From an optimization exercise on the open Yosys and OpenROAD flow, aimed at small area; shortcuts taken in it are not production practice.
The RTL was checked by simulation tests, not by an equivalence proof against the original design.

**config.mk**
```make
export PLATFORM = sky130hd
export DESIGN_NAME = aes_inv_round
export DESIGN_NICKNAME = aes_inv_round
export VERILOG_FILES = /design/flow/design.v
export SDC_FILE = /design/flow/constraint.sdc
export NUM_CORES = 4
export LEC_CHECK = 0
export CAP_MARGIN = 20
export CORE_MARGIN = 2
export CORE_UTILIZATION = 55
export CTS_CLUSTER_DIAMETER = 100
export CTS_CLUSTER_SIZE = 20
export GPL_TIMING_DRIVEN = 0
export SLEW_MARGIN = 20
```
**constraint.sdc**
```tcl
create_clock -name core_clock -period 5.0 [get_ports {clk}]
set_input_delay 1.0000 -clock core_clock [delete_from_list [all_inputs] [get_ports {clk}]]
set_output_delay 1.0000 -clock core_clock [all_outputs]
set_load 0.01 [all_outputs]
```
**design.v**
```verilog
package aes_pkg;
    typedef logic [128-1:0] block_t;
    typedef logic [32-1:0] word_t;
    typedef logic [8-1:0] byte_t;
endpackage
module inv_sbox_core_b0 (input logic [7:0] z, input logic kill, output logic [7:0] q);
  wire t0 = z[0] ^ z[5];
  wire t1 = z[1] ^ t0;
  wire t2 = z[3] ^ z[6];
  wire t3 = z[2] ^ t0;
  wire t4 = z[4] ^ t1;
  wire t5 = z[0] ^ z[6];
  wire t6 = z[7] ^ t2;
  wire t7 = z[2] ^ t5;
  wire t8 = z[4] ^ t2;
  wire t9 = z[5] ^ t4;
  wire t10 = z[5] ^ t7;
  wire t11 = z[7] ^ t1;
  wire t12 = z[7] ^ t3;
  wire t13 = t4 ^ t6;
  wire D = t11;
  wire T1 = t3;
  wire T2 = z[6];
  wire T3 = z[5];
  wire T4 = t10;
  wire T6 = t13;
  wire T8 = t8;
  wire T9 = z[4];
  wire T10 = t2;
  wire T13 = t7;
  wire T14 = t12;
  wire T15 = z[7];
  wire T16 = t4;
  wire T17 = t1;
  wire T19 = z[2];
  wire T20 = t0;
  wire T22 = z[0];
  wire T23 = t5;
  wire T24 = z[3];
  wire T25 = z[1];
  wire T26 = t9;
  wire T27 = t6;
  wire M1 = T13 & T6;
  wire M2 = T23 & T8;
  wire M3 = T14 ^ M1;
  wire M4 = T19 & D;
  wire M5 = M4 ^ M1;
  wire M6 = T3 & T16;
  wire M7 = T22 & T9;
  wire M8 = T26 ^ M6;
  wire M9 = T20 & T17;
  wire M10 = M9 ^ M6;
  wire M11 = T1 & T15;
  wire M12 = T4 & T27;
  wire M13 = M12 ^ M11;
  wire M14 = T2 & T10;
  wire M15 = M14 ^ M11;
  wire M16 = M3 ^ M2;
  wire M17 = M5 ^ T24;
  wire M18 = M8 ^ M7;
  wire M19 = M10 ^ M15;
  wire M20_p = M16 ^ M13;
  wire M20 = M20_p & ~kill;
  wire M21_p = M17 ^ M15;
  wire M21 = M21_p & ~kill;
  wire M22_p = M18 ^ M13;
  wire M22 = M22_p & ~kill;
  wire M23_p = M19 ^ T25;
  wire M23 = M23_p & ~kill;
  wire M24 = M22 ^ M23;
  wire M25 = M22 & M20;
  wire M26 = M21 ^ M25;
  wire M27 = M20 ^ M21;
  wire M28 = M23 ^ M25;
  wire M29 = M28 & M27;
  wire M30 = M26 & M24;
  wire M31 = M20 & M23;
  wire M32 = M27 & M31;
  wire M33 = M27 ^ M25;
  wire M34 = M21 & M22;
  wire M35 = M24 & M34;
  wire M36 = M24 ^ M25;
  wire M37 = M21 ^ M29;
  wire M38 = M32 ^ M33;
  wire M39 = M23 ^ M30;
  wire M40 = M35 ^ M36;
  wire M41 = M38 ^ M40;
  wire M42 = M37 ^ M39;
  wire M43 = M37 ^ M38;
  wire M44 = M39 ^ M40;
  wire M45 = M42 ^ M41;
  wire M46 = M44 & T6;
  wire M47 = M40 & T8;
  wire M48 = M39 & D;
  wire M49 = M43 & T16;
  wire M50 = M38 & T9;
  wire M51 = M37 & T17;
  wire M52 = M42 & T15;
  wire M53 = M45 & T27;
  wire M54 = M41 & T10;
  wire M55 = M44 & T13;
  wire M56 = M40 & T23;
  wire M57 = M39 & T19;
  wire M58 = M43 & T3;
  wire M59 = M38 & T22;
  wire M60 = M37 & T20;
  wire M61 = M42 & T1;
  wire M62 = M45 & T4;
  wire M63 = M41 & T2;
  wire l0 = M46 ^ M47;
  wire l1 = M50 ^ M51;
  wire l2 = M55 ^ M61;
  wire l3 = M59 ^ M62;
  wire l4 = M47 ^ M48;
  wire l5 = l1 ^ l4;
  wire l6 = M49 ^ M50;
  wire l7 = l0 ^ l6;
  wire l8 = M52 ^ M53;
  wire l9 = l0 ^ l8;
  wire l10 = M53 ^ M54;
  wire l11 = l1 ^ l10;
  wire l12 = M56 ^ M62;
  wire l13 = l2 ^ l12;
  wire l14 = M57 ^ M63;
  wire l15 = l2 ^ l14;
  wire l16 = M58 ^ M61;
  wire l17 = l3 ^ l16;
  wire l18 = M60 ^ M63;
  wire l19 = l3 ^ l18;
  assign q[0] = l15;
  assign q[1] = l5;
  assign q[2] = l19;
  assign q[3] = l17;
  assign q[4] = l11;
  assign q[5] = l7;
  assign q[6] = l13;
  assign q[7] = l9;
endmodule
module inv_sbox_out (input logic [7:0] q, output logic [7:0] s);
  wire p0 = q[3] ^ q[7];
  wire p1 = q[4] ^ p0;
  wire p2 = q[1] ^ p1;
  wire p3 = q[6] ^ p2;
  wire p4 = q[0] ^ p3;
  wire p5 = q[2] ^ q[5];
  wire p6 = q[4] ^ p4;
  wire p7 = q[5] ^ p0;
  wire p8 = q[4] ^ p7;
  wire p9 = p4 ^ p5;
  wire p10 = q[0] ^ q[3];
  wire p11 = p9 ^ p10;
  assign s[0] = q[0];
  assign s[1] = p7;
  assign s[2] = p1;
  assign s[3] = p6;
  assign s[4] = p2;
  assign s[5] = p9;
  assign s[6] = p11;
  assign s[7] = p8;
endmodule
module inv_sub_bytes_core (input logic [127:0] state_in, input logic kill, output logic [127:0] state_out);
  inv_sbox_core_b0 u_sbox_0 (.z(state_in[7:0]), .kill(kill), .q(state_out[7:0]));
  inv_sbox_core_b0 u_sbox_1 (.z(state_in[15:8]), .kill(kill), .q(state_out[15:8]));
  inv_sbox_core_b0 u_sbox_2 (.z(state_in[23:16]), .kill(kill), .q(state_out[23:16]));
  inv_sbox_core_b0 u_sbox_3 (.z(state_in[31:24]), .kill(kill), .q(state_out[31:24]));
  inv_sbox_core_b0 u_sbox_4 (.z(state_in[39:32]), .kill(kill), .q(state_out[39:32]));
  inv_sbox_core_b0 u_sbox_5 (.z(state_in[47:40]), .kill(kill), .q(state_out[47:40]));
  inv_sbox_core_b0 u_sbox_6 (.z(state_in[55:48]), .kill(kill), .q(state_out[55:48]));
  inv_sbox_core_b0 u_sbox_7 (.z(state_in[63:56]), .kill(kill), .q(state_out[63:56]));
  inv_sbox_core_b0 u_sbox_8 (.z(state_in[71:64]), .kill(kill), .q(state_out[71:64]));
  inv_sbox_core_b0 u_sbox_9 (.z(state_in[79:72]), .kill(kill), .q(state_out[79:72]));
  inv_sbox_core_b0 u_sbox_10 (.z(state_in[87:80]), .kill(kill), .q(state_out[87:80]));
  inv_sbox_core_b0 u_sbox_11 (.z(state_in[95:88]), .kill(kill), .q(state_out[95:88]));
  inv_sbox_core_b0 u_sbox_12 (.z(state_in[103:96]), .kill(kill), .q(state_out[103:96]));
  inv_sbox_core_b0 u_sbox_13 (.z(state_in[111:104]), .kill(kill), .q(state_out[111:104]));
  inv_sbox_core_b0 u_sbox_14 (.z(state_in[119:112]), .kill(kill), .q(state_out[119:112]));
  inv_sbox_core_b0 u_sbox_15 (.z(state_in[127:120]), .kill(kill), .q(state_out[127:120]));
endmodule
module inv_sub_bytes_out (input logic [127:0] state_in, output logic [127:0] state_out);
  for (genvar i = 0; i < 16; i++) begin : g_byte
    inv_sbox_out u_out (.q(state_in[8*i +: 8]), .s(state_out[8*i +: 8]));
  end
endmodule
module inv_mix_col (input logic [31:0] a, output logic [31:0] o);
  wire x32 = a[27] ^ a[19];
  wire x33 = a[11] ^ a[3];
  wire x34 = a[20] ^ a[4];
  wire x35 = a[28] ^ a[12];
  wire x36 = a[31] ^ a[23];
  wire x37 = a[15] ^ a[7];
  wire x38 = a[25] ^ a[9];
  wire x39 = a[17] ^ a[1];
  wire x40 = a[13] ^ a[5];
  wire x41 = a[29] ^ a[21];
  wire x42 = x36 ^ x37;
  wire x43 = a[22] ^ a[6];
  wire x44 = a[30] ^ a[14];
  wire x45 = a[2] ^ x32;
  wire x46 = a[27] ^ a[18];
  wire x47 = x32 ^ x33;
  wire x48 = a[26] ^ a[0];
  wire x49 = a[16] ^ a[10];
  wire x50 = a[24] ^ x46;
  wire x51 = a[11] ^ x45;
  wire x52 = x35 ^ x47;
  wire x53 = a[8] ^ x51;
  wire x54 = a[10] ^ x33;
  wire x55 = x40 ^ x43;
  wire x56 = a[28] ^ x34;
  wire x57 = x35 ^ x41;
  wire x58 = x38 ^ x57;
  wire x59 = x42 ^ x54;
  wire x60 = x44 ^ x47;
  wire x61 = x39 ^ x56;
  wire x62 = a[29] ^ a[22];
  wire x63 = a[5] ^ x62;
  wire x64 = x39 ^ x46;
  wire x65 = a[26] ^ x50;
  wire x66 = x48 ^ x51;
  wire x67 = a[24] ^ a[8];
  wire x68 = x56 ^ x67;
  wire x69 = a[30] ^ x55;
  wire x70 = x51 ^ x58;
  wire x71 = x32 ^ x49;
  wire x72 = x40 ^ x60;
  wire x73 = x60 ^ x63;
  wire x74 = x34 ^ x73;
  wire x75 = x70 ^ x72;
  wire x76 = a[20] ^ x64;
  wire x77 = x39 ^ x66;
  wire x78 = a[26] ^ a[15];
  wire x79 = x61 ^ x78;
  wire x80 = a[23] ^ x79;
  wire x81 = x59 ^ x80;
  wire x82 = a[16] ^ x46;
  wire x83 = a[4] ^ x35;
  wire x84 = a[1] ^ x83;
  wire x85 = x43 ^ x57;
  wire x86 = a[14] ^ x85;
  wire x87 = x53 ^ x59;
  wire x88 = x55 ^ x81;
  wire x89 = x42 ^ x77;
  wire x90 = x59 ^ x82;
  wire x91 = x37 ^ x76;
  wire x92 = x75 ^ x91;
  wire x93 = x58 ^ x88;
  wire x94 = x38 ^ x65;
  wire x95 = x42 ^ x47;
  wire x96 = x41 ^ x55;
  wire x97 = x36 ^ x71;
  wire x98 = a[31] ^ x74;
  wire x99 = a[0] ^ x71;
  wire x100 = x65 ^ x84;
  wire x101 = x48 ^ x68;
  wire x102 = x36 ^ x101;
  wire x103 = a[25] ^ x69;
  wire x104 = a[9] ^ x86;
  wire x105 = a[16] ^ x77;
  wire x106 = x84 ^ x87;
  wire x107 = a[18] ^ x45;
  wire x108 = a[21] ^ a[6];
  wire x109 = a[23] ^ a[13];
  wire x110 = x108 ^ x109;
  wire x111 = x44 ^ x110;
  wire x112 = x94 ^ x95;
  wire x113 = x39 ^ x90;
  wire x114 = a[15] ^ x74;
  wire x115 = x38 ^ x87;
  wire x116 = x96 ^ x98;
  wire x117 = x77 ^ x92;
  wire x118 = x74 ^ x92;
  wire x119 = x34 ^ x95;
  wire x120 = x93 ^ x94;
  wire x121 = x86 ^ x93;
  wire x122 = a[7] ^ x47;
  wire x123 = x86 ^ x122;
  wire x124 = a[4] ^ x97;
  wire x125 = x75 ^ x124;
  wire x126 = x52 ^ x69;
  wire x127 = a[23] ^ x126;
  wire x128 = a[25] ^ x61;
  wire x129 = x89 ^ x128;
  wire x130 = x69 ^ x95;
  wire x131 = x93 ^ x130;
  wire x132 = x59 ^ x103;
  wire x133 = x102 ^ x132;
  wire x134 = x53 ^ x96;
  wire x135 = x80 ^ x134;
  wire x136 = x96 ^ x119;
  wire x137 = x118 ^ x136;
  wire x138 = x39 ^ x119;
  wire x139 = x100 ^ x138;
  wire x140 = a[7] ^ x105;
  wire x141 = x102 ^ x104;
  wire x142 = x99 ^ x141;
  wire x143 = x98 ^ x100;
  wire x144 = x140 ^ x143;
  wire x145 = a[9] ^ a[12];
  wire x146 = x34 ^ x145;
  wire x147 = x90 ^ x146;
  wire x148 = x39 ^ x67;
  wire x149 = x136 ^ x148;
  wire x150 = x144 ^ x149;
  wire x151 = a[13] ^ x99;
  wire x152 = x40 ^ x67;
  wire x153 = x70 ^ x151;
  wire x154 = x68 ^ x153;
  wire x155 = x57 ^ x152;
  wire x156 = x76 ^ x155;
  wire x157 = a[29] ^ x82;
  wire x158 = x151 ^ x156;
  wire x159 = x38 ^ x40;
  wire x160 = x157 ^ x159;
  wire x161 = x101 ^ x160;
  wire x162 = x156 ^ x157;
  wire x163 = x138 ^ x162;
  wire x164 = x89 ^ x163;
  wire x165 = a[28] ^ a[1];
  wire x166 = x49 ^ x165;
  wire x167 = x111 ^ x166;
  wire x168 = x107 ^ x167;
  wire x169 = a[10] ^ a[3];
  wire x170 = a[31] ^ a[1];
  wire x171 = x169 ^ x170;
  wire x172 = x100 ^ x171;
  wire x173 = x104 ^ x172;
  wire x174 = a[12] ^ a[7];
  wire x175 = x48 ^ x174;
  wire x176 = a[17] ^ x175;
  wire x177 = x107 ^ x176;
  wire x178 = a[3] ^ x39;
  wire x179 = x73 ^ x177;
  wire x180 = x100 ^ x177;
  wire x181 = x178 ^ x180;
  wire x182 = x133 ^ x181;
  assign o[24] = ~x121;
  assign o[25] = ~x164;
  assign o[26] = ~x133;
  assign o[27] = ~x112;
  assign o[28] = ~x120;
  assign o[29] = x147;
  assign o[30] = ~x116;
  assign o[31] = ~x179;
  assign o[16] = ~x137;
  assign o[17] = ~x161;
  assign o[18] = ~x144;
  assign o[19] = ~x113;
  assign o[20] = ~x125;
  assign o[21] = x106;
  assign o[22] = ~x127;
  assign o[23] = ~x173;
  assign o[8] = ~x131;
  assign o[9] = ~x158;
  assign o[10] = ~x142;
  assign o[11] = ~x115;
  assign o[12] = ~x135;
  assign o[13] = x129;
  assign o[14] = ~x114;
  assign o[15] = ~x168;
  assign o[0] = ~x118;
  assign o[1] = ~x154;
  assign o[2] = ~x150;
  assign o[3] = ~x89;
  assign o[4] = ~x117;
  assign o[5] = x139;
  assign o[6] = ~x123;
  assign o[7] = ~x182;
endmodule
module inv_mix_columns (input logic [127:0] state_in, output logic [127:0] state_out);
  for (genvar c = 0; c < 4; c++) begin : g_col
    inv_mix_col u_col (.a(state_in[32*c +: 32]), .o(state_out[32*c +: 32]));
  end
endmodule
module aes_inv_round
(
    input  logic            clk,
    input  logic            rst,
    input  logic            in_valid,
    input  aes_pkg::block_t cipher_block,
    input  aes_pkg::block_t round_key,
    output logic            out_valid,
    output aes_pkg::block_t plain_block
);
    localparam int num_rows = 32 / 8;
    aes_pkg::block_t key_added;
    aes_pkg::block_t mixed;
    aes_pkg::block_t stage1_q;
    aes_pkg::block_t shifted;
    aes_pkg::block_t subbed;
    aes_pkg::block_t result_q;
    logic [2-1:0] valid_pipe;
    assign key_added = cipher_block ^ round_key;
    inv_mix_columns inv_mix_columns_i
    (
        .state_in  (key_added),
        .state_out (mixed)
    );
    always_ff @(posedge clk)
    begin
        stage1_q <= mixed;
    end
    for (genvar c = 0; c < 4; c++)
    begin : g_col
        for (genvar r = 0; r < num_rows; r++)
        begin : g_row
            localparam int src_col = (c - r + 4) % 4;
            localparam int dst_lsb = (4 - 1 - c) * 32
                                   + (num_rows - 1 - r) * 8;
            localparam int src_lsb = (4 - 1 - src_col) * 32
                                   + (num_rows - 1 - r) * 8;
            assign shifted[dst_lsb +: 8] =
                stage1_q[src_lsb +: 8];
        end
    end
    inv_sub_bytes_core inv_sub_bytes_core_i
    (
        .state_in  (shifted),
        .kill      (rst),
        .state_out (subbed)
    );
    always_ff @(posedge clk)
    begin
        if (rst | valid_pipe[0])
        begin
            result_q <= subbed;
        end
    end
    inv_sub_bytes_out inv_sub_bytes_out_i
    (
        .state_in  (result_q),
        .state_out (plain_block)
    );
    always_ff @(posedge clk)
    begin
        if (rst)
        begin
            valid_pipe <= '0;
        end
        else
        begin
            valid_pipe <= {valid_pipe[2-2:0], in_valid};
        end
    end
    assign out_valid = valid_pipe[2-1];
endmodule
```
**flow/run.sh**
```bash
#!/bin/bash
# Own layout flow: the standard layout (standard.sh), except that
#  - Yosys's ABC step uses the area-oriented mapping script in flow/custom.abc
#    (registers, their names and the rest of the synthesis are as in the standard flow);
#  - the port buffers placed on every input and output are the smallest buffer cell;
#  - no extra buffers on nets that only join an internal wire to an output port
#    (SYNTH_INSBUF=0): the port buffer already separates them.
set -euo pipefail
W=$(pwd)
FLOWDIR=$W/flow
# Synthesis script: ORFS's synth.tcl with only the ABC script swapped
sed "s#log_cmd abc {\*}\$abc_args#log_cmd abc {*}[lreplace \$abc_args 1 1 $FLOWDIR/custom.abc]#" \
    "$FLOW_HOME/scripts/synth.tcl" > "$W/own_synth_core.tcl"
grep -q "custom.abc" "$W/own_synth_core.tcl"
sed "s#source \$::env(SCRIPTS_DIR)/synth.tcl#source $W/own_synth_core.tcl#" \
    "$W/synth_recipe.tcl" > "$W/own_synth.tcl"
grep -q "own_synth_core.tcl" "$W/own_synth.tcl"
sed -e "s#SYNTH_SCRIPT=[^ ]*synth_recipe.tcl#SYNTH_SCRIPT=$W/own_synth.tcl#" \
    -e "s#^make #make 'BUFFER_PORTS_ARGS=-buffer_cell sky130_fd_sc_hd__buf_1' SYNTH_INSBUF=0 #" \
    "$W/standard.sh" > "$W/own_standard.sh"
grep -q "own_synth.tcl" "$W/own_standard.sh"
grep -q "BUFFER_PORTS_ARGS" "$W/own_standard.sh"
bash "$W/own_standard.sh" finish > "$W/flow_make.log" 2>&1
```
**flow/custom.abc**
```
strash; &get -n; &dch -f; &nf -R 1000; &put
```
**standard.sh**
```bash
#!/bin/bash
# synth_recipe.tcl (not shown) runs the flow's synth.tcl, then flattens the netlist and writes it again
# the make line also repeats each setting of config.mk as NAME=value (left out here)
make -C /OpenROAD-flow-scripts/flow DESIGN_CONFIG=/design/flow/config.mk WORK_HOME=/design/flow/orfs CLKGATE_MAP_FILE= SYNTH_SCRIPT=/design/flow/synth_recipe.tcl "${@:-finish}"
```
==> results of run 1 <==
## cells in the mapped netlist
cell,number
a211oi_1,1
or3_1,3
clkinv_1,86
a22oi_1,2
o21ai_0,33
or2_0,11
mux2i_1,9
o22ai_1,2
dfxtp_1,130
o22a_1,2
a21o_1,1
edfxtp_1,128
ha_1,48
o21a_1,12
nor3_1,21
nor2b_1,67
nand2_1,229
xor2_1,410
a21oi_1,79
xnor2_1,1277
nor2_1,170
nor4_1,1
mux2_1,7
a32oi_1,2
nand2b_1,31
o31ai_1,2
and2_0,15
## cells by family (layout without fill, tap and decap cells)
logic type                 after synthesis  after routing
xor gates and xnor gates              1687           1687
and+or+nand+nor                        548            548
DFF                                    258            258
AOI/OAI and AO/OA                      136            136
buffers and inverters                   86            507
adders and majority gates               48             48
muxes                                   16             16
## metrics by stage
stage,util [%],setup slack (ns)
finish,62.2,0.365
global route,62.2,-0.00486
CTS,62.0,0.206
detailed placement,60.9,0.250
global placement,60.7,-3.74
floorplan,-,0.702
## per-layer routing
layer,track usage [%],up-vias,wire [um]
met3,2.33,74,1840
li1,-,9517,-
met5,0,-,0
met4,4.93,0,1120
met2,40.7,348,27300
met1,29.4,8486,25300
## worst max path at each step
stage | end | slack (ns) | cells after the start
floorplan | result_q[0] | 0.70 | 1
global placement | result_q[73] | -3.74 | 2
detailed placement | result_q[91] | 0.25 | 16
CTS | result_q[90] | 0.21 | 16
global route | result_q[42] | -0.005 | 17
finish | result_q[114] | 0.37 | 17
## repair_timing
action                                  in CTS  in global routing
resized for setup                            0                 20
buffers inserted                             0                  0
endpoints found under the setup margin       0                 25
hold buffers                                 0                  0
## area by class of cell
class / instances / area (um2)
Timing Repair Buffer: 391 / 1550
Clock buffer: 25 / 455
Multi-Input combinational cell: 2435 / 18800
Sequential cell: 258 / 6450
Tap cell: 600 / 751
Clock inverter: 5 / 61.3
Inverter: 86 / 323
Fill cell: 4081 / 17200
## sequential cells by signal (all words and copies together) (netlist names)
name,cells
stage1_q,128
valid_pipe,2
result_q,128
## worst register-to-register path, cell delays in order (launching register included)
cell      delay (ns)
dfxtp_1         0.46
xnor2_1         0.18
clkinv_1        0.15
ha_1            0.36
xnor2_1         0.36
xor2_1          0.22
nor2_1          0.10
xnor2_1         0.21
xnor2_1         0.09
nor2_1          0.29
nand2_1         0.16
xor2_1          0.21
mux2i_1         0.46
xor2_1          0.29
xnor2_1         0.17
nor2b_1         0.26
xor2_1          0.27
xnor2_1         0.14
==> impl_metrics.tcl, run 1 <==
set metrics [dict create \
    status "complete, no violations" \
    die_w_um 219 \
    min_from "valid_pipe[0]" \
    grt_overflow 0 \
    finalSetupTns_ns 0 \
    critPathSlowestCell "dfxtp_1" \
    synth_warnings 1 \
    slew_violations 0 \
    drc_errors 0 \
    cp-startpoint "stage1_q[21]" \
    critPathMaxStageDelay_ns 0.46 \
    setup_violations 0 \
    cp_max_fo 6 \
    period_minus_slack_ns 4.63 \
    ioPinCount 388 \
    syn_area_per_cell_um2 9.16 \
    grt_usage_pct 22.7 \
    yosysTopAreaCell "xnor2_1" \
    worstMarginPinSlew_ns 1.05 \
    syn_nets 3086 \
    final_common_cell "xnor2_1" \
    holdWs_ns 0.540 \
    synth-seq-cells 258 \
    insertion_delay_ns 0.52 \
    antenna_found_initial 0 \
    holdPathStages 1 \
    min_to "valid_pipe[1]" \
    post_dp_cell_area_um2 27800 \
    drtIter0Drc 683 \
    rows 78 \
    cts-root-buf "clkbuf_16" \
    synth_xor_area_share_pct 58.0 \
    clock_skew_ns 0.0285 \
    crit_top_cell "xnor2_1" \
    synthAdderAreaFrac_pct 2.36 \
    die-area_um2 48000 \
    stdcell_area_um2 28400 \
    r2r_start "stage1_q[21]" \
    min-delay-path-class "reg -> reg" \
    syn_inst 2779 \
    coreArea_um2 45600 \
    cts_sinks 258 \
    fin_crit_sh_pct 92.7 \
    cap_violations 0 \
    antenna_cells 0 \
    wirelength_um 55600 \
    wire_per_inst_um 14.6 \
    critPathLaunchType "register" \
    r2r_end "result_q[114]" \
    dp.cells 3770 \
    synth_mux_area_share_pct 0.663 \
    yosys.area_share.simple_pct 9.44 \
    fin_cells 3800 \
    ys_top_cells_by_area "xnor2_1 (44%), edfxtp_1 (15%), xor2_1 (14%)" \
    r2r_slack_ns 0.37 \
    crit_family "XOR/XNOR gates" \
    clk_path_buf_depth 3 \
    grt_max_degree 51 \
    critPathRequiredTime_ns 5.27 \
    path_cells "xnor2_1 > clkinv_1 > ha_1 > xnor2_1 > xor2_1 > nor2_1 > xnor2_1 > xnor2_1 > nor2_1 > nand2_1 > xor2_1 > mux2i_1 > xor2_1 > xnor2_1 > nor2b_1 > xor2_1 > xnor2_1" \
    die_h_um 219 \
    synth_top_area_share_pct 43.9 \
    yosys.cell_types.count 27 \
    dpl.hpwl_um 47200 \
    path_clk_slew_ns 0.09 \
    final_layout_size_suffix_gt1_share_pct 1.34 \
    grt_pass1_vias 18524 \
    dr.pass1.iters 4 \
    cts_tree "yes" \
    arrival_ns 4.90 \
    yosysSeqAreaShare_pct 25.3 \
    hold_viol_final 0 \
    grt_pass1_wl_um 89800 \
    area_growth_pct 11.4 \
    viasPerCell 4.85 \
    layout_common_cells "xnor2_1 (1,272), xor2_1 (410), buf_1 (386), nand2_1 (229), nor2_1 (167)" \
    synth_top_family_by_area "XOR/XNOR gates" \
    fmax_ghz 0.216 \
    worstSetupEndpointType "register" \
    h-tree-depth 1 \
    cts_buffers 17 \
    max_slew_margin_pct 29.8 \
    synth_area_um2 25500 \
    port_buffers 387 \
    nNetsFinal 3496 \
    vias 18425 \
    gp_congestion 0.916 \
    synth-compound-area-share_pct 2.92 \
    start_util_pct 55.9 \
    ant_nets 0 \
    reg2regPathDepth 17 \
    crit_buf_inv 1 \
    path_class "reg -> reg" \
]
==> inputs of run 2 (changes only) <==
--- a/flow/run.sh
+++ b/flow/run.sh
@@ -6,3 +6,5 @@
 #  - no extra buffers on nets that only join an internal wire to an output port
-#    (SYNTH_INSBUF=0): the port buffer already separates them.
+#    (SYNTH_INSBUF=0): the port buffer already separates them;
+#  - no half/full adder extraction before ABC (ADDER_MAP_FILE empty), so ABC maps
+#    the XOR logic itself.
 set -euo pipefail
@@ -18,3 +20,3 @@
 sed -e "s#SYNTH_SCRIPT=[^ ]*synth_recipe.tcl#SYNTH_SCRIPT=$W/own_synth.tcl#" \
-    -e "s#^make #make 'BUFFER_PORTS_ARGS=-buffer_cell sky130_fd_sc_hd__buf_1' SYNTH_INSBUF=0 #" \
+    -e "s#^make #make 'BUFFER_PORTS_ARGS=-buffer_cell sky130_fd_sc_hd__buf_1' SYNTH_INSBUF=0 ADDER_MAP_FILE= #" \
     "$W/standard.sh" > "$W/own_standard.sh"
==> flow/custom.abc (replaced) <==
strash; &get -n; &dch -f; &nf -R 1000 -F 6 -A 4 -C 32; &put
==> run 2 against run 1 <==
Against the previous run:
- still clean on timing, DRC and antenna
- synthesized cell count is essentially flat
- register-to-register slack better by 0.11 ns
- sequential share of layout area is 0.40 points higher
- die area is 1.5% lower
- synthesized area shrank 1.6%
==> impl_metrics.tcl, run 2 <==
set metrics [dict create \
    status "complete, no violations" \
    cts_buffers 17 \
    multiInputGateArea_um2 18300 \
    async_reset_ff_share_pct 0 \
    grt_overflow 0 \
    vias 18614 \
    die_w_um 217 \
    h-tree-depth 1 \
    worstMarginPinSlew_ns 1.09 \
    antenna_cells 0 \
    die-area_um2 47300 \
    cp_max_fo 6 \
    die_h_um 217 \
    path_class "reg -> reg" \
    syn_area_per_cell_um2 9.02 \
    ant_nets 0 \
    reg2regPathDepth 15 \
    period_minus_slack_ns 4.52 \
    antenna_found_initial 0 \
    hold_viol_final 0 \
    port_buffers 387 \
    area_growth_pct 11.2 \
    setup_violations 0 \
    min-delay-path-class "reg -> reg" \
    n_fill_cell 4011 \
    cp-startpoint "stage1_q[45]" \
    wire_per_inst_um 15.0 \
    path_clk_slew_ns 0.08 \
    min_to "valid_pipe[1]" \
    ioPinCount 388 \
    rsz0062_at_grt "false" \
    gp_congestion 0.927 \
    fmax_ghz 0.221 \
    final_layout_size_suffix_gt1_share_pct 0.876 \
    grt_max_degree 52 \
    yosys.cell_types.count 28 \
    r2r_end "result_q[106]" \
    r2r_start "stage1_q[45]" \
    slew_violations 0 \
    synth_top_area_share_pct 43.4 \
    yosysSeqAreaShare_pct 25.7 \
    max_slew_margin_pct 26.9 \
    clock_skew_ns 0.0229 \
    grt_pass1_vias 18562 \
    synth_warnings 1 \
    pre_cts_ws_ns 0.559 \
    holdWs_ns 0.467 \
    coreArea_um2 45200 \
    cts_tree "yes" \
    yosysTopAreaCell "xnor2_1" \
    holdPathStages 1 \
    cts_sinks 258 \
    cts-root-buf "clkbuf_16" \
    arrival_ns 4.77 \
    fin_cells 3797 \
    drc_errors 0 \
    nNetsFinal 3446 \
    drtIter0Drc 893 \
    setup_slack_ns 0.479 \
    netlist_top_cells_count "xnor2_1 (1,241), xor2_1 (447), nor2_1 (250)" \
    rows 78 \
    syn_inst 2777 \
    syn_nets 3036 \
    fin_crit_sh_pct 90.4 \
    clk_path_buf_depth 3 \
    min_from "valid_pipe[0]" \
    viasPerCell 4.90 \
    holdBufCountCts 0 \
    ys_top_cells_by_area "xnor2_1 (43%), xor2_1 (16%), edfxtp_1 (15%)" \
    wirelength_um 57000 \
    critPathLaunchType "register" \
    ys.flop_type "dfxtp_1" \
    cap_violations 0 \
    top_regs "result_q (128), stage1_q (128), valid_pipe (2)" \
    insertion_delay_ns 0.52 \
    synth-seq-cells 258 \
    yosysMostFrequentCell "xnor2_1" \
    critPathRequiredTime_ns 5.25 \
    grt_usage_pct 23.6 \
    synth-edff-count 128 \
    final-seq-area_um2 6450 \
    layout_common_cells "xnor2_1 (1,240), xor2_1 (447), buf_1 (386), nor2_1 (250), nand2_1 (198)" \
    dpl.hpwl_um 47800 \
    start_util_pct 55.5 \
    final_common_cell "xnor2_1" \
    dr.pass1.iters 5 \
    dp.cells 3768 \
    r2r_slack_ns 0.48 \
    worstSetupEndpointType "register" \
    grt_pass1_wl_um 91500 \
    synth_area_um2 25100 \
]
[run 2: repair_timing]
| item | 4_1_cts | 5_1_grt |
|---|---|---|
| gates resized for setup | 0 | 3 |
| setup endpoints to repair | 0 | 4 |
| setup buffers | 0 | 0 |
[run 2: metrics by stage]
step | TNS, ns | util [%] | instance area, um2
2_1_floorplan | 0 | - | 25100
3_3_place_gp | -527.20 | 60.3 | 27300
3_5_place_dp | 0 | 60.5 | 27400
4_1_cts | 0 | 61.6 | 27900
5_1_grt | 0 | 61.7 | 27900
6_report | 0 | 61.7 | 27900
[run 2: cells by family after synthesis]
logic type | share of synthesized area [%]
buffers and inverters | 1.24
muxes | 0.394
xor gates and xnor gates | 59.1
and+or+nand+nor | 9.00
AOI/OAI and AO/OA | 4.55
DFF | 25.7
[run 2: final cells by class]
cell class | count | share of cell area (%)
well taps | 600 | 2.69
flip-flops and latches | 258 | 23.1
multi-input cells | 2436 | 65.7
repair buffers | 391 | 5.53
clock buffers | 26 | 1.68
inverters | 83 | 1.12
clock inverters | 3 | 0.0988
[run 2: metal layers]
metal	track usage (%)	part of all wire (%)
met5	0	0
met3	2.23	4.3
met1	30.5	44
met4	5.32	2.0
met2	42.5	49
[run 2: worst max-delay path, cell delays in order, from the launching register on]
cell and delay [ns]:
dfxtp_1 0.46, xor2_1 0.37, xnor2_1 0.21, xnor2_1 0.39
xor2_1 0.23, nor2_1 0.10, xnor2_1 0.16, o21ai_0 0.51
clkinv_1 0.20, a211oi_1 0.36, a21oi_1 0.16, xnor2_1 0.35
xnor2_1 0.14, nor2_1 0.20, xor2_1 0.28, xnor2_1 0.14
[run 2: worst max-delay path by stage]
stage	endpoint	slack, ns
final	result_q[106]	0.48
after global routing	result_q[27]	0.07
after CTS	result_q[59]	0.51
after detailed placement	result_q[3]	0.56
after global placement	result_q[57]	-3.40
after floorplan	result_q[0]	0.70
==> inputs of run 3 (changes only) <==
--- a/config.mk
+++ b/config.mk
@@ -9,5 +9,5 @@
 export CORE_MARGIN = 2
-export CORE_UTILIZATION = 55
-export CTS_CLUSTER_DIAMETER = 100
-export CTS_CLUSTER_SIZE = 20
+export CORE_UTILIZATION = 60
+export CTS_CLUSTER_DIAMETER = 110
+export CTS_CLUSTER_SIZE = 26
 export GPL_TIMING_DRIVEN = 0
==> run 3 against run 2 <==
Against the previous run:
- non-clock buffer count unchanged
- die area down 8.2%
- critical endpoint is now result_q[82]
==> impl_metrics.tcl, run 3 <==
set metrics [dict create \
    status "complete, no violations" \
    vias 18702 \
    fin_crit_sh_pct 89.3 \
    cts_buffers 14 \
    final-seq-area_um2 6450 \
    yosys.cell_types.count 28 \
    nNetsFinal 3443 \
    yosysTopAreaCell "xnor2_1" \
    cp_max_fo 5 \
    coreArea_um2 41000 \
    clock_skew_ns 0.0125 \
    gp_congestion 0.951 \
    syn_nets 3036 \
    final_common_cell "xnor2_1" \
    pre_cts_ws_ns 0.520 \
    min-delay-path-class "reg -> reg" \
    cts-root-buf "clkbuf_16" \
    arrival_ns 4.72 \
    multiInputGateArea_um2 18300 \
    ant_nets 0 \
    final_layout_size_suffix_gt1_share_pct 0.815 \
    cts_sinks 258 \
    syn_area_per_cell_um2 9.02 \
    grt_max_degree 56 \
    die-area_um2 43400 \
    port_buffers 387 \
    die_w_um 208 \
    setup_slack_ns 0.534 \
    antenna_cells 0 \
    setup_violations 0 \
    clk_path_buf_depth 3 \
    grt_pass1_vias 19123 \
    grt_overflow 0 \
    cts_tree "yes" \
    h-tree-depth 1 \
    grt_usage_pct 25.0 \
    max_slew_margin_pct 33.5 \
    fmax_ghz 0.224 \
    final_core_util_pct 67.6 \
    rows 74 \
    wl_met3_um 2180 \
    yosysMostFrequentCell "xnor2_1" \
    layout_common_cells "xnor2_1 (1,241), xor2_1 (447), buf_1 (386), nor2_1 (250), nand2_1 (198)" \
    holdBufCountCts 0 \
    ioPinCount 388 \
    dr.pass1.iters 5 \
    worstSetupEndpointType "register" \
    netlist_top_cells_count "xnor2_1 (1,241), xor2_1 (447), nor2_1 (250)" \
    wire_per_inst_um 14.8 \
    drc_errors 0 \
    antenna_found_initial 0 \
    top_regs "result_q (128), stage1_q (128), valid_pipe (2)" \
    slew_violations 0 \
    route.met2.wl_um 27700 \
    syn_inst 2777 \
    synth_area_um2 25100 \
    cap_violations 0 \
    critPathLaunchType "register" \
    synth_top_area_share_pct 43.4 \
    ys.flop_type "dfxtp_1" \
    synth_warnings 1 \
    dp.cells 3700 \
    drtIter0Drc 833 \
    n_fill_cell 3506 \
    post-cts-setup-buffer-count 0 \
    path_clk_slew_ns 0.10 \
    rsz0062_at_grt "false" \
    wirelength_um 55000 \
    viasPerCell 5.02 \
    critPathRequiredTime_ns 5.25 \
    area_growth_pct 10.6 \
    path_class "reg -> reg" \
    synth-edff-count 128 \
    yosysSeqAreaShare_pct 25.7 \
    worstMarginPinSlew_ns 0.991 \
    synth-seq-cells 258 \
    top_layer_used "met4" \
    start_util_pct 61.1 \
    async_reset_ff_share_pct 0 \
    insertion_delay_ns 0.50 \
    met1Wirelength_um 23800 \
    period_minus_slack_ns 4.47 \
    die_h_um 208 \
    hold_viol_final 0 \
    grt_pass1_wl_um 91400 \
    dpl.hpwl_um 46500 \
    fin_cells 3724 \
    ys_top_cells_by_area "xnor2_1 (43%), xor2_1 (16%), edfxtp_1 (15%)" \
]
## run 3: cell count changes in the layout (fill, tap and decap cells not counted), sizes merged
cell and change:
clkbuf -6, clkinv -2, clkinvlp +2, inv +1
## run 3: path summary, 6_finish.rpt
kind | startpoint | endpoint | slack (ns) | depth (start not counted)
worst max-delay path | stage1_q[117] | result_q[82] | 0.53 | 16
worst min-delay path | valid_pipe[0] | valid_pipe[1] | 0.47 | 1
worst max register to register | stage1_q[117] | result_q[82] | 0.53 | 16
worst min register to register | valid_pipe[0] | valid_pipe[1] | 0.47 | 1
## run 3: cells by family (layout without fill, tap and decap cells)
family	after synthesis	in the layout	share of synthesized area, %
XOR/XNOR	1689	1689	59.1
AND/OR/NAND/NOR	540	540	9.00
flip-flops	258	258	25.7
AO/OA/AOI/OAI	198	198	4.55
buffers and inverters	83	498	1.24
multiplexers	9	9	0.394
## run 3: repair_timing
action                     CTS  global route
hold endpoints to repair     0             0
gates resized for setup      0             1
setup endpoints to repair    0             2
## run 3: per-stage QoR
step / TNS (ns) / cell area (um2) / hold slack, ns
floorplan: 0 / 25100 / 0.430
global placement: -515.77 / 27200 / 0.455
detailed placement: 0 / 27300 / 0.461
CTS: 0 / 27700 / 0.479
global route: 0 / 27700 / 0.501
finish: 0 / 27700 / 0.474
## run 3: critical path, cell delays in order (launching register included)
cell and delay (ns):
dfxtp_1 0.45, xor2_1 0.36, xnor2_1 0.21, xnor2_1 0.35, xor2_1 0.22, nor2_1 0.10, xnor2_1 0.15, o21ai_0 0.37
clkinv_1 0.19, nand2_1 0.16, xnor2_1 0.15, mux2i_1 0.46, xor2_1 0.31, xnor2_1 0.14, nor2_1 0.20, xor2_1 0.28
xnor2_1 0.11
## run 3: cell type report
type	instances	share of cell area, %
Sequential cell	258	23.3
Inverter	83	1.12
Timing Repair Buffer	391	5.56
Clock buffer	20	1.50
Clock inverter	4	0.117
Multi-Input combinational cell	2436	66.0
Tap cell	532	2.40
## run 3: per-layer routing
layer  GRT usage, %  vias to the layer above
met2           46.4                      400
met4           6.23                        0
li1               -                     9528
met5              0                        -
met3           2.76                       83
met1           30.9                     8691
==> inputs of run 4 (changes only) <==
--- a/config.mk
+++ b/config.mk
@@ -9,3 +9,3 @@
 export CORE_MARGIN = 2
-export CORE_UTILIZATION = 60
+export CORE_UTILIZATION = 50
 export CTS_CLUSTER_DIAMETER = 110
==> run 4 against run 3 <==
Against the previous run:
- global-route usage is 4.2 points lower
- worst hold slack better by 0.0017 ns
- core utilization is 12 points lower
- still clean on timing, DRC and antenna
- register-to-register slack worse by 0.09 ns
- via count is 1.6% lower
- critical path type unchanged
- clock-buffer cell count is 1 higher
- first-iteration DRC count is 10% lower
==> impl_metrics.tcl, run 4 <==
set metrics [dict create \
    synth_top_area_share_pct 43.4 \
    max_slew_margin_pct 30.4 \
    min-delay-path-class "reg -> reg" \
    multiInputGateArea_um2 18300 \
    nNetsFinal 3442 \
    wire_per_inst_um 14.3 \
    critPathLaunchType "register" \
    dpl.hpwl_um 47000 \
    coreArea_um2 49900 \
    post_dp_cell_area_um2 27400 \
    grt_usage_pct 20.9 \
    cts_tree "yes" \
    die_w_um 228 \
    async_reset_ff_share_pct 0 \
    clock_skew_ns 0.0104 \
    ant_nets 0 \
    rows 82 \
    clk_path_buf_depth 3 \
    syn_inst 2777 \
    final_core_util_pct 56.0 \
    n_fill_cell 4621 \
    cp-startpoint "stage1_q[101]" \
    syn_nets 3036 \
    pre_cts_ws_ns 0.439 \
    min_from "valid_pipe[0]" \
    critPathMaxStageDelay_ns 0.60 \
    critPathRequiredTime_ns 5.25 \
    top_regs "result_q (128), stage1_q (128), valid_pipe (2)" \
    cp_max_fo 7 \
    cap_violations 0 \
    vias 18394 \
    period_minus_slack_ns 4.56 \
    h-tree-depth 1 \
    fmax_ghz 0.219 \
    setup_slack_ns 0.443 \
    die_h_um 228 \
    synth_area_um2 25100 \
    netlist_top_cells_count "xnor2_1 (1,241), xor2_1 (447), nor2_1 (250)" \
    final_layout_size_suffix_gt1_share_pct 0.909 \
    viasPerCell 4.76 \
    yosysSeqAreaShare_pct 25.7 \
    stdcell_area_um2 27900 \
    gp_congestion 0.921 \
    port_buffers 387 \
    worstSetupEndpointType "register" \
    holdBufCountCts 0 \
    area_growth_pct 11.5 \
    antenna_found_initial 0 \
    start_util_pct 50.3 \
    dr.pass1.iters 7 \
    insertion_delay_ns 0.51 \
    setup_violations 0 \
    syn_area_per_cell_um2 9.02 \
    grt_pass1_wl_um 91400 \
    grt_pass1_vias 18793 \
    ys_top_cells_by_area "xnor2_1 (43%), xor2_1 (16%), edfxtp_1 (15%)" \
    synth_warnings 1 \
    fin_crit_sh_pct 91.1 \
    yosysMostFrequentCell "xnor2_1" \
    critPathSlowestCell "o21ai_0" \
    drtIter0Drc 747 \
    die-area_um2 51900 \
    worstMarginPinSlew_ns 1.04 \
    arrival_ns 4.81 \
    yosysTopAreaCell "xnor2_1" \
    synth-seq-cells 258 \
    cts_sinks 258 \
    post-cts-setup-buffer-count 0 \
    cts_resized 0 \
    cts-root-buf "clkbuf_16" \
    antenna_cells 0 \
    ys.flop_type "dfxtp_1" \
    cts_buffers 14 \
    slew_violations 0 \
    r2r_start "stage1_q[101]" \
    ioPinCount 388 \
    grt_overflow 0 \
    final_common_cell "xnor2_1" \
    yosys.cell_types.count 28 \
    drc_errors 0 \
    synth-edff-count 128 \
    path_clk_slew_ns 0.10 \
    path_cells "xor2_1 > xnor2_1 > xnor2_1 > xor2_1 > nor2_1 > xor2_1 > o21ai_0 > o21ai_0 > xor2_1 > xnor2_1 > clkinv_1 > xnor2_1 > nor2_1 > xor2_1 > xnor2_1" \
    path_class "reg -> reg" \
    wirelength_um 55200 \
    status "complete, no violations" \
    grt_max_degree 57 \
    rsz0062_at_grt "false" \
    final-seq-area_um2 6450 \
    layout_common_cells "xnor2_1 (1,240), xor2_1 (447), buf_1 (386), nor2_1 (250), nand2_1 (198)" \
    hold_viol_final 0 \
]
[run 4: path summary, 6_finish.rpt]
path	endpoint	slack [ns]	depth (start not counted)
max	result_q[2]	0.44	15
min	valid_pipe[1]	0.48	1
max reg2reg	result_q[2]	0.44	15
min reg2reg	valid_pipe[1]	0.48	1
[run 4: kinds of logic after synthesis]
group           synth area share (%)
xor+xnor                        59.1
mux                            0.394
simple gates                    9.00
flops                           25.7
buf+inv                         1.24
compound gates                  4.55
[run 4: through the flow]
step	setup TNS, ns	hold slack [ns]	cells
2_1_floorplan	0	0.430	2777
3_3_place_gp	-503.34	0.447	3836
3_5_place_dp	0	0.463	3839
4_1_cts	0	0.478	3863
5_1_grt	0	0.496	3863
6_report	0	0.475	3863
[run 4: routing by layer]
layer	global-route usage, %	vias up	routed length, um
met3	1.70	65	1610
met2	36.9	310	26700
met1	27.6	8493	25900
li1	-	9526	-
met4	4.90	0	1070
met5	0	-	0
[run 4: layout make-up]
cell class	instances	share of cell area (%)
multi-input combinational	2436	65.6
inverter	83	1.12
tap	672	3.01
clock inverter	3	0.170
sequential	258	23.1
clock buffer	21	1.57
timing repair buffer	390	5.47
[run 4: worst max-delay path, delay by kind of cell (launching register included)]
family	cells	cell delay (ns)
XOR/XNOR	10	2.55
AND/OR/NAND/NOR	2	0.30
flip-flops	1	0.51
AO/OA/AOI/OAI	2	0.81
buffers and inverters	1	0.13
==> inputs of run 5 (changes only) <==
--- a/config.mk
+++ b/config.mk
@@ -9,3 +9,3 @@
 export CORE_MARGIN = 2
-export CORE_UTILIZATION = 50
+export CORE_UTILIZATION = 55
 export CTS_CLUSTER_DIAMETER = 110
==> run 5 against run 4 <==
Against the previous run:
- die area down 8.9%
- via count up 1.2%
- largest cell class unchanged
- critical path depth unchanged
- wire length up 2.9%
- still clean on timing, DRC and antenna
==> impl_metrics.tcl, run 5 <==
set metrics [dict create \
    cap_violations 0 \
    fin_cells 3792 \
    path_class "reg -> reg" \
    dpl.hpwl_um 47800 \
    dr.pass1.iters 5 \
    yosysTopAreaCell "xnor2_1" \
    rsz0062_at_grt "false" \
    antenna_found_initial 0 \
    grt_usage_pct 23.5 \
    synth-edff-count 128 \
    syn_area_per_cell_um2 9.02 \
    n_fill_cell 4003 \
    worstMarginPinSlew_ns 1.08 \
    cts_resized 0 \
    ys.flop_type "dfxtp_1" \
    grt_overflow 0 \
    vias 18608 \
    nNetsFinal 3443 \
    min-delay-path-class "reg -> reg" \
    dp.cells 3768 \
    wire_per_inst_um 15.0 \
    cts_buffers 14 \
    max_slew_margin_pct 27.3 \
    die-area_um2 47300 \
    insertion_delay_ns 0.52 \
    grt_pass1_vias 18498 \
    hold_viol_final 0 \
    cts-root-buf "clkbuf_16" \
    met1Wirelength_um 25700 \
    final-seq-area_um2 6450 \
    yosysSeqAreaShare_pct 25.7 \
    setup_violations 0 \
    multiInputGateArea_um2 18300 \
    fmax_ghz 0.220 \
    top_regs "result_q (128), stage1_q (128), valid_pipe (2)" \
    pre_cts_ws_ns 0.559 \
    synth_top_area_share_pct 43.4 \
    area_growth_pct 10.9 \
    post-cts-setup-buffer-count 0 \
    critPathLaunchType "register" \
    netlist_top_cells_count "xnor2_1 (1,241), xor2_1 (447), nor2_1 (250)" \
    slew_violations 0 \
    async_reset_ff_share_pct 0 \
    synth_area_um2 25100 \
    route.met2.wl_um 27900 \
    h-tree-depth 1 \
    clock_skew_ns 0.0246 \
    die_w_um 217 \
    layout_common_cells "xnor2_1 (1,241), xor2_1 (447), buf_1 (386), nor2_1 (250), nand2_1 (198)" \
    yosysMostFrequentCell "xnor2_1" \
    gp_congestion 0.927 \
    synth-seq-cells 258 \
    cp_max_fo 6 \
    period_minus_slack_ns 4.54 \
    coreArea_um2 45200 \
    wirelength_um 56800 \
    ioPinCount 388 \
    drc_errors 0 \
    setup_slack_ns 0.465 \
    syn_inst 2777 \
    fin_crit_sh_pct 90.7 \
    worstSetupEndpointType "register" \
    yosys.cell_types.count 28 \
    final_layout_size_suffix_gt1_share_pct 0.752 \
    final_common_cell "xnor2_1" \
    top_layer_used "met4" \
    drtIter0Drc 832 \
    ant_nets 0 \
    die_h_um 217 \
    port_buffers 387 \
    cts_tree "yes" \
    path_clk_slew_ns 0.10 \
    arrival_ns 4.79 \
    holdBufCountCts 0 \
    viasPerCell 4.91 \
    syn_nets 3036 \
    antenna_cells 0 \
    status "complete, no violations" \
    start_util_pct 55.5 \
    cts_sinks 258 \
    grt_max_degree 52 \
    synth_warnings 1 \
    rows 78 \
    clk_path_buf_depth 3 \
    grt_pass1_wl_um 91000 \
    wl_met3_um 2220 \
    critPathRequiredTime_ns 5.26 \
    ys_top_cells_by_area "xnor2_1 (43%), xor2_1 (16%), edfxtp_1 (15%)" \
]
[run 5: cell counts after synthesis]
Identical to the previous run, type by type.
[run 5: area by class of cell]
cell class                 count  share of cell area [%]
timing repair buffer         391                    5.55
sequential                   258                    23.2
clock buffer                  21                    1.43
tap                          600                    2.70
clock inverter                 3                   0.131
multi-input combinational   2436                    65.9
inverter                      83                    1.12
[run 5: kinds of logic (layout without fill, tap and decap cells)]
family | after synthesis | after routing | synth area share, %
simple gates | 540 | 540 | 9.00
mux | 9 | 9 | 0.394
compound gates | 198 | 198 | 4.55
xor+xnor | 1689 | 1689 | 59.1
flops | 258 | 258 | 25.7
buf+inv | 83 | 498 | 1.24
[run 5: through the flow]
| stage | hold slack (ns) | utilization [%] | setup TNS, ns | cell area [um2] |
|---|---|---|---|---|
| after floorplan | 0.430 | - | 0 | 25100 |
| after global placement | 0.453 | 60.3 | -527.20 | 27300 |
| after detailed placement | 0.460 | 60.5 | 0 | 27400 |
| after CTS | 0.488 | 61.5 | 0 | 27800 |
| after global routing | 0.499 | 61.5 | 0 | 27800 |
| final | 0.484 | 61.5 | 0 | 27800 |
[run 5: path summary, 6_finish.rpt]
| path | startpoint | to | slack, ns | cells past startpoint |
|---|---|---|---|---|
| setup / recovery | stage1_q[45] | result_q[106] | 0.46 | 15 |
| hold / removal | valid_pipe[0] | valid_pipe[1] | 0.48 | 1 |
| setup reg to reg | stage1_q[45] | result_q[106] | 0.46 | 15 |
| hold reg to reg | valid_pipe[0] | valid_pipe[1] | 0.48 | 1 |
[run 5: layer usage]
layer	vias to the layer above	track usage [%]
met4	0	5.00
met5	-	0
li1	9531	-
met2	393	42.1
met1	8627	30.5
met3	57	2.19
[run 5: worst max-delay path, stage by stage, from the launching register on]
cell	delay, ns
dfxtp_1	0.46
xor2_1	0.37
xnor2_1	0.21
xnor2_1	0.39
xor2_1	0.23
nor2_1	0.10
xnor2_1	0.16
o21ai_0	0.53
clkinv_1	0.20
a211oi_1	0.36
a21oi_1	0.16
xnor2_1	0.35
xnor2_1	0.14
nor2_1	0.20
xor2_1	0.28
xnor2_1	0.14

[re-timing with driven ports]
Ports are ideal in the flow. The routed layouts listed here were re-timed in OpenROAD. Step 1 (the two cells are an assumption about what drives the block):
set clk [get_ports {clk}]
set_driving_cell -lib_cell sky130_fd_sc_hd__clkbuf_16 $clk
set_driving_cell -lib_cell sky130_fd_sc_hd__buf_2 [delete_from_list [all_inputs] $clk]
Step 2 times the ports against the registers' clock, not the clock port: input delays grow and output delays shrink by t, the midpoint of the rising clock arrivals with the driver on. Slacks: no drivers / after step 1 / after step 2; pairs: no drivers / after step 1.
run	shift t [ns]	setup slack, ns	hold WS [ns]	worst setup path after step 2	slew at the worst register clock pin (ns)
run 1	0.568	0.365 / 0.365 / 0.365	0.540 / 0.540 / 0.540	register to register	0.09 / 0.09
run 2	0.569	0.479 / 0.479 / 0.479	0.467 / 0.467 / 0.467	register to register	0.10 / 0.10
run 3	0.550	0.534 / 0.534 / 0.534	0.474 / 0.474 / 0.474	register to register	0.11 / 0.11
run 4	0.561	0.443 / 0.443 / 0.443	0.475 / 0.475 / 0.475	register to register	0.10 / 0.10
run 5	0.561	0.465 / 0.465 / 0.465	0.484 / 0.484 / 0.484	register to register	0.10 / 0.10
After both steps every run listed still meets setup and hold.
